From an optimization exercise on the open Yosys and OpenROAD flow, aimed at small area, a short achievable clock period and few clock cycles per item; shortcuts taken in it are not production practice.
Where RTL was checked, it was by simulation tests only, not by an equivalence proof against the original.

## pow_stream
module pow_stream #(
  parameter int DATA_W = 32,
  parameter int EXP_W  = 3,
  parameter int ID_W   = 1
) (
  input  logic              clk,
  input  logic              aresetn,
  input  logic              s_tvalid,
  output logic              s_tready,
  input  logic [DATA_W-1:0] s_tdata,
  input  logic [EXP_W-1:0]  s_texp,
  input  logic [ID_W-1:0]   s_tid,
  input  logic              s_tlast,
  output logic              m_tvalid,
  input  logic              m_tready,
  output logic [DATA_W-1:0] m_tdata,
  output logic [ID_W-1:0]   m_tid,
  output logic              m_tlast,
  output logic              m_tovf
);
Size in the first run: roughly 2,400 cells after synthesis, ~340 flip-flops, about 78 I/O pins.
Settings: LEC_CHECK=0, CAP_MARGIN=20, CORE_MARGIN=2, CORE_UTILIZATION=40, SETUP_SLACK_MARGIN=4.5, SLEW_MARGIN=20, TNS_END_PERCENT=0; clock period 7.6 ns.
run.sh (not shown) runs the stock make flow with config.mk's settings and CLKGATE_MAP_FILE= SYNTH_SCRIPT=/design/flow/synth_recipe.tcl, a recipe that flattens the netlist after the stock synthesis.
The baseline passed the timing, DRC and antenna checks.
==> next run, changes <==
- SETUP_SLACK_MARGIN: 4.5 -> 3.5
Outcome:
- final cell count stays flat
- wire length drops slightly
- sequential share of layout area climbs by 0.14 points
No functional check of the RTL was part of any run of this note.

* * *

== main ==
pow_stream, a different RTL version from the one above (not shown whole).
For scale: roughly 2,400 cells after synthesis, roughly 78 I/O pins.
==> flow/design.v (excerpt) <==
module pow_stream #(
  parameter int DATA_W = 32,
  parameter int EXP_W  = 3,
  parameter int ID_W   = 1
) (
  input  logic              clk,
  input  logic              aresetn,
  input  logic              s_tvalid,
  output logic              s_tready,
  input  logic [DATA_W-1:0] s_tdata,
  input  logic [EXP_W-1:0]  s_texp,
  input  logic [ID_W-1:0]   s_tid,
  input  logic              s_tlast,
  output logic              m_tvalid,
  input  logic              m_tready,
  output logic [DATA_W-1:0] m_tdata,
  output logic [ID_W-1:0]   m_tid,
  output logic              m_tlast,
  output logic              m_tovf
);
  logic              r_busy;
  logic [1:0]        r_ops;     
  logic [3:0]        r_sel;     
  logic [DATA_W-1:0] r_p;
  logic [DATA_W-1:0] r_x;
  logic [ID_W-1:0]   r_id;
  logic              r_last;
  logic              o_v;
  logic [DATA_W-1:0] o_data;
  logic [ID_W-1:0]   o_id;
  logic              o_last;
  logic              w_out_free;
  logic              w_done;
  logic              w_step;
  logic              w_take;
  logic [DATA_W-1:0] w_prod;
  logic [1:0]        w_ops;
  logic [3:0]        w_sel;
  logic [DATA_W-1:0] mm_a, mm_b, mm_y;
  logic mm_n0;
  logic mm_n1;
  logic mm_n2;
  logic mm_n3;
  logic mm_n4;
  logic mm_n5;
  logic mm_n6;
  logic mm_n7;
  logic mm_n8;
  logic mm_n9;
  logic mm_n10;
  logic mm_n11;
  logic mm_n12;
  logic mm_n13;
  logic mm_n14;
  logic mm_n15;
  logic mm_n16;
  logic mm_n17;
  logic mm_n18;
  logic mm_n19;
  logic mm_n20;
  logic mm_n21;
  logic mm_n22;
  logic mm_n23;
  logic mm_n24;
  logic mm_n25;
  logic mm_n26;
  logic mm_n27;
  logic mm_n28;
  logic mm_n29;
  logic mm_n30;
  logic mm_n31;
  logic mm_n32;
  logic mm_n33;
  logic mm_n34;
  logic mm_n35;
  logic mm_n36;
  logic mm_n37;
  logic mm_n38;
  logic mm_n39;
  logic mm_n40;
  logic mm_n41;
  logic mm_n42;
  logic mm_n43;
  logic mm_n44;
  logic mm_n45;
  logic mm_n46;
  logic mm_n47;
  logic mm_n48;
  logic mm_n49;
  logic mm_n50;
  logic mm_n51;
  logic mm_n52;
  logic mm_n53;
  logic mm_n54;
  ...
make LEC_CHECK=0 ABC_AREA=1 CAP_MARGIN=20 CORE_MARGIN=2 CORE_UTILIZATION=40 SLEW_MARGIN=20 finish   # period 7.6 ns
Both conditions hold for main: the flow ran to the end and the final layout passed the timing, DRC and antenna checks.
What the feature branch does differently from main at the input level:
--- a/flow/config.mk
+++ b/flow/config.mk
@@ -7,3 +7,2 @@
 export LEC_CHECK = 0
-export ABC_AREA = 1
 export CAP_MARGIN = 20
Findings:
- Diff main -> the feature branch | total non-filler cell area in the finished layout | down slightly
- Diff main -> the feature branch: die area up 0.81%; number of stages on the worst setup path down 7; non-clock buffer count down 25; combined buffer and inverter count along the critical path down 2.
- The feature branch vs. main: routed wire length lost 14%, maximum clock rate lost 1.4 MHz, final design utilization lost 0.57 points.
No functional check of the RTL was part of any run of this note.

* * *

the baseline:
Another version of the RTL of pow_stream (not shown whole).
Size: ~2400 cells after synthesis, about 320 flip-flops, roughly 78 I/O pins, roughly 0.024 sq mm of cells after synthesis.
clock: 7.6 ns
lec_check: 0
cap_margin: 20
core_margin: 2
core_utilization: 40
setup_slack_margin: 3.0
slew_margin: 20
tns_end_percent: 0
Testbench counts of the baseline, summed over its fixed seeds: cycles 18,241, items 8,000.
Relative to the baseline, the following input files were edited for the candidate:
Settings: a change of SETUP_SLACK_MARGIN from 3.0 to 4.0.
Notes after the runs:
- Between the baseline and the candidate, the synthesized area figures differ only marginally.
- Summary of the candidate over the baseline: worst reg2reg path depth moved up; number of buffers on the longest clock path level; met3 track demand over resource in global routing moved up; area added between synthesis and finish moved up.
- Diff the candidate and the baseline: placer congestion estimate lower in the candidate
- Sequential share of layout area, the candidate and the baseline: lower on the candidate
- For the candidate, the timing startpoint of the critical path was a_mc[10], unlike the baseline, where it was a_mc[11].
- Against the baseline, buffer count excluding the clock tree in the final layout in the candidate rose by more than half.

* * *

v10:
Starting RTL as in the previous note.
Settings: LEC_CHECK=0, ABC_AREA=1, CAP_MARGIN=20, CORE_MARGIN=2, CORE_UTILIZATION=40, SETUP_SLACK_MARGIN=4.5, SLEW_MARGIN=20, TNS_END_PERCENT=0; clock period 7.6 ns.
Testbench counts of v10, summed over its fixed seeds: cycles 18,241, items 8,000.
### v10 -> v2
-- flow/config.mk --
<<< v10, line 8
export ABC_AREA = 1
>>> v2, line 8
Compared to v10, v2 leaves more free space in the core. Compared with v10, in v2 total core area went up; area share of xor/xnor cells in the synthesized design now larger. The wire length of v2 was superior to that of v10. The final reports for v2 and v10 show sequential share of layout area higher in the former.
## Diff of input files: v6 against v2
-- flow/config.mk --
<<< v2, line 10
export CORE_UTILIZATION = 40
>>> v6, line 10
export CORE_UTILIZATION = 55
==> results.txt <==
As far as share of the clock period used by the worst path after layout is concerned, v6 and v2 perform about the same. Taking v2 as the reference, in v6 via count increased by about 2.4% relative to the old numbers; fmax was more or less identical; clock-buffer cell count decreased by about 8% relative to the old numbers. Diff v2 -> v6 | routed wire length on met3 | increase of 15%. On count of plain and timing-repair buffers in the layout: between v2 and v6, it ends up lower for v2. v6 against v2: cell area after layout closely matched the old numbers, number of DRC violations after detailed-routing iteration 0 went up by 20%.

* * *

Another version of the RTL of pow_stream (not shown whole).
Size in the first run: about 2600 cells after synthesis, roughly 300 flip-flops, ~78 I/O pins, roughly 24000 sq um of cells after synthesis.
Settings: LEC_CHECK=0, CAP_MARGIN=20, CORE_MARGIN=2, CORE_UTILIZATION=40, SETUP_SLACK_MARGIN=3.0, SLEW_MARGIN=20, TNS_END_PERCENT=0; clock period 7.6 ns.
Then changed:
--- a/flow/config.mk
+++ b/flow/config.mk
@@ -11 +11 @@
-export SETUP_SLACK_MARGIN = 3.0
+export SETUP_SLACK_MARGIN = 2.0
Effect:
- die area is unchanged
- cell count decreases by about 3.5%
- register-to-register slack gets worse by 620 ps
- via count decreases by 2.8%
- final area decreases by 6.3%
- sequential share of layout area increases by 1.1 points
- first-iteration DRC count decreases by 6.4%
- non-clock buffer count decreases by 111
- utilization decreases by 3.0 points
No run of this note included a check of the RTL's function; only the layout flow was run.

* * *

before:
pow_stream with an RTL version that a note above also has.
Size in the first run: roughly 0.024 mm^2 of cells after synthesis.
clock: 7.6 ns
lec_check: 0
cap_margin: 20
core_margin: 2
core_utilization: 40
place_density: 0.75
setup_slack_margin: 4.5
slew_margin: 20
tns_end_percent: 0
before: no failed stages, no open violations at the end
Testbench counts of before, summed over its fixed seeds: cycles 18,241, items 8,000.
Inputs modified between before and after:
--- a/flow/config.mk
+++ b/flow/config.mk
@@ -9,6 +9,5 @@
 export CORE_MARGIN = 2
 export CORE_UTILIZATION = 40
-export PLACE_DENSITY = 0.75
-export SETUP_SLACK_MARGIN = 4.5
+export SETUP_SLACK_MARGIN = 3.5
 export SLEW_MARGIN = 20
 export TNS_END_PERCENT = 0
==> results.txt <==
Looking at last element of the critical path, the a_enc[25] result is from before; the c_s1[30] one comes from after.
Diff before -> after: post-route core utilization decreased 0.24 points; number of stages on the worst setup path decreased 2.
Largest incremental delay on the critical path is lower on after
All of before and after finish clean.
After detailed routing, before needs less wire than after.
Per the comparison of after with before, number of buffers inserted to repair setup after CTS dropped 70%.

* * *

## job 2695
Another version of the RTL of pow_stream (not shown whole).
Size in the first run: roughly 1,800 cells after synthesis, about 110 flip-flops, roughly 0.018 mm² of cells after synthesis.
clock: 7.6 ns
lec_check: 0
cap_margin: 20
core_margin: 2
core_utilization: 40
setup_slack_margin: 0.5
slew_margin: 20
tns_end_percent: 0
Looking at the reports, job 2695 completed the entire flow and the layout it produced met the timing, DRC and antenna checks.
Testbench counts of job 2695, summed over its fixed seeds: cycles 16,916, items 8,000.
diff inputs: job 2695 => job 4036
-- flow/config.mk --
<<< job 2695, line 8
export CAP_MARGIN = 20
export CORE_MARGIN = 2
export CORE_UTILIZATION = 40
export SETUP_SLACK_MARGIN = 0.5
export SLEW_MARGIN = 20
export TNS_END_PERCENT = 0
>>> job 4036, line 8
export CAP_MARGIN = 20
export CORE_MARGIN = 2
export CORE_UTILIZATION = 60
export SETUP_SLACK_MARGIN = 1.0
export SLEW_MARGIN = 20
export TNS_END_PERCENT = 0
==> results.txt <==
- Final critical delay including setup and external delays delta for job 4036 relative to job 2695: 280 ps lower
- Going from job 2695 to job 4036, the sequential share of cell area was found to have gone down by 1.1 points.
- Comparing job 4036 with job 2695, the number of clock buffers inserted by TritonCTS came out essentially unchanged.
- Relative to job 2695, job 4036 improves flop-to-flop setup slack.
- Synthesized area delta (job 2695 -> job 4036): insignificant
- Looking at hold slack, job 4036 sits 10 ps above job 2695.
- Comparing job 2695 with job 4036, the clock transition time at the flip-flop clock pins of the worst setup and hold paths came out essentially unchanged.
- Job 4036 reached the final stage; the timing, DRC and antenna checks on its layout passed.
- The largest stage delay on the critical path of job 4036 is higher than that of job 2695.
- Run comparison: job 4036 slowest cell on the critical path sky130_fd_sc_hd__xnor2_1; job 2695 slowest cell on the critical path sky130_fd_sc_hd__fa_1
- Summary of the comparison: fraction of area in multi-input gates is lower in job 4036, relative to job 2695.
--- input diff job 4036..job 872 ---
-- flow/config.mk --
<<< job 4036, line 8
export CAP_MARGIN = 20
export CORE_MARGIN = 2
export CORE_UTILIZATION = 60
export SETUP_SLACK_MARGIN = 1.0
export SLEW_MARGIN = 20
>>> job 872, line 8
export CAP_MARGIN = 20
export CORE_MARGIN = 2
export CORE_UTILIZATION = 40
export SETUP_SLACK_MARGIN = 1.0
export SLEW_MARGIN = 20
Notes after the runs:
- Job 872 completed end to end with timing, DRC and antenna clean.
- Looking at slack of the worst reg-to-reg path across job 872 and job 4036, the one that comes out higher is job 872.
- Going from job 4036 to job 872, global placer's final weighted congestion down 0.043; global-route usage over all layers down 14 points.
Edits applied to the flow inputs when going from job 872 to job 8979:
-- flow/config.mk --
<<< job 872, line 9
export CORE_MARGIN = 2
export CORE_UTILIZATION = 40
export SETUP_SLACK_MARGIN = 1.0
export SLEW_MARGIN = 20
export TNS_END_PERCENT = 0
>>> job 8979, line 9
export CORE_MARGIN = 2
export CORE_UTILIZATION = 40
export SETUP_SLACK_MARGIN = 1.5
export SLEW_MARGIN = 20
export TNS_END_PERCENT = 0
## What came out
Of job 8979 and job 872, job 8979 shows the lower setup slack of the most critical reg-to-reg path, with job 872 above it. Compared with job 872, job 8979 shows final cell area excluding filler cells higher by 8.6%. Job 8979 finished every step from synthesis to the final layout, and the layout passed the timing, DRC and antenna checks. No stage failed in job 872, and the final checks on the layout all came back clean. Job 8979 ended up with more standard cells than job 872. On final critical-path required period, job 872 beats job 8979. Changes observed in job 8979 relative to job 872: final worst-path cycle share has increased.

re-timing with driven ports:
The flow's constraints put no driver on any port. The routed layouts listed below were extracted and timed again, unchanged, in two steps.
Step 1, drivers: a clkbuf_16 drives clk and a buf_2 each remaining input, both assumed.
Step 2 moves the port delays by t, midway between the first and last clock arrival at a register: inputs arrive t later, outputs are due t later. That takes back most of the time a late clock gives input paths.
Slacks: ideal / step 1 / step 2; pairs: ideal / step 1.
| run | shift t [ns] | setup slack, ns | hold slack, ns | worst setup path after step 2 |
|---|---|---|---|---|
| the first run of note 1 | 0.631 | 3.462 / 3.462 / 3.013 | 0.324 / 0.324 / 0.324 | input to register |
| the second run of note 1 | 0.615 | 3.433 / 3.422 / 3.090 | 0.299 / 0.299 / 0.299 | input to register |
| main | 0.408 | 0.308 / 0.308 / 0.308 | 0.423 / 0.423 / 0.423 | register to register |
| the feature branch | 0.410 | 0.234 / 0.234 / 0.234 | 0.440 / 0.440 / 0.440 | register to register |
| the baseline | 0.582 | 2.921 / 2.921 / 2.921 | 0.296 / 0.296 / 0.296 | register to register |
| the candidate | 0.623 | 3.541 / 3.541 / 3.173 | 0.319 / 0.319 / 0.319 | input to register |
| v10 | 0.651 | 3.452 / 3.452 / 3.091 | 0.325 / 0.325 / 0.325 | input to register |
| v2 | 0.615 | 3.515 / 3.515 / 3.278 | 0.312 / 0.312 / 0.312 | input to register |
| v6 | 0.625 | 3.521 / 3.521 / 3.167 | 0.306 / 0.306 / 0.306 | input to register |
| the first run of note 5 | 0.613 | 2.940 / 2.936 / 2.936 | 0.326 / 0.326 / 0.326 | input to output |
| the second run of note 5 | 0.617 | 2.323 / 2.323 / 2.323 | 0.320 / 0.320 / 0.320 | register to register |
| before | 0.617 | 3.536 / 3.536 / 3.301 | 0.327 / 0.327 / 0.327 | input to register |
| after | 0.599 | 3.521 / 3.521 / 3.118 | 0.318 / 0.318 / 0.318 | input to register |
| job 2695 | 0.441 | 0.620 / 0.620 / 0.620 | 0.426 / 0.426 / 0.426 | register to register |
| job 4036 | 0.423 | 0.900 / 0.900 / 0.900 | 0.437 / 0.437 / 0.437 | register to register |
| job 872 | 0.446 | 0.959 / 0.959 / 0.959 | 0.428 / 0.428 / 0.428 | register to register |
| job 8979 | 0.447 | 0.889 / 0.889 / 0.889 | 0.427 / 0.427 / 0.427 | register to register |
After both steps setup and hold are still met in every run listed. The setup slack of the first run of note 1, which loses most, moves by 0.000 ns with the drivers and by -0.449 ns with both steps.
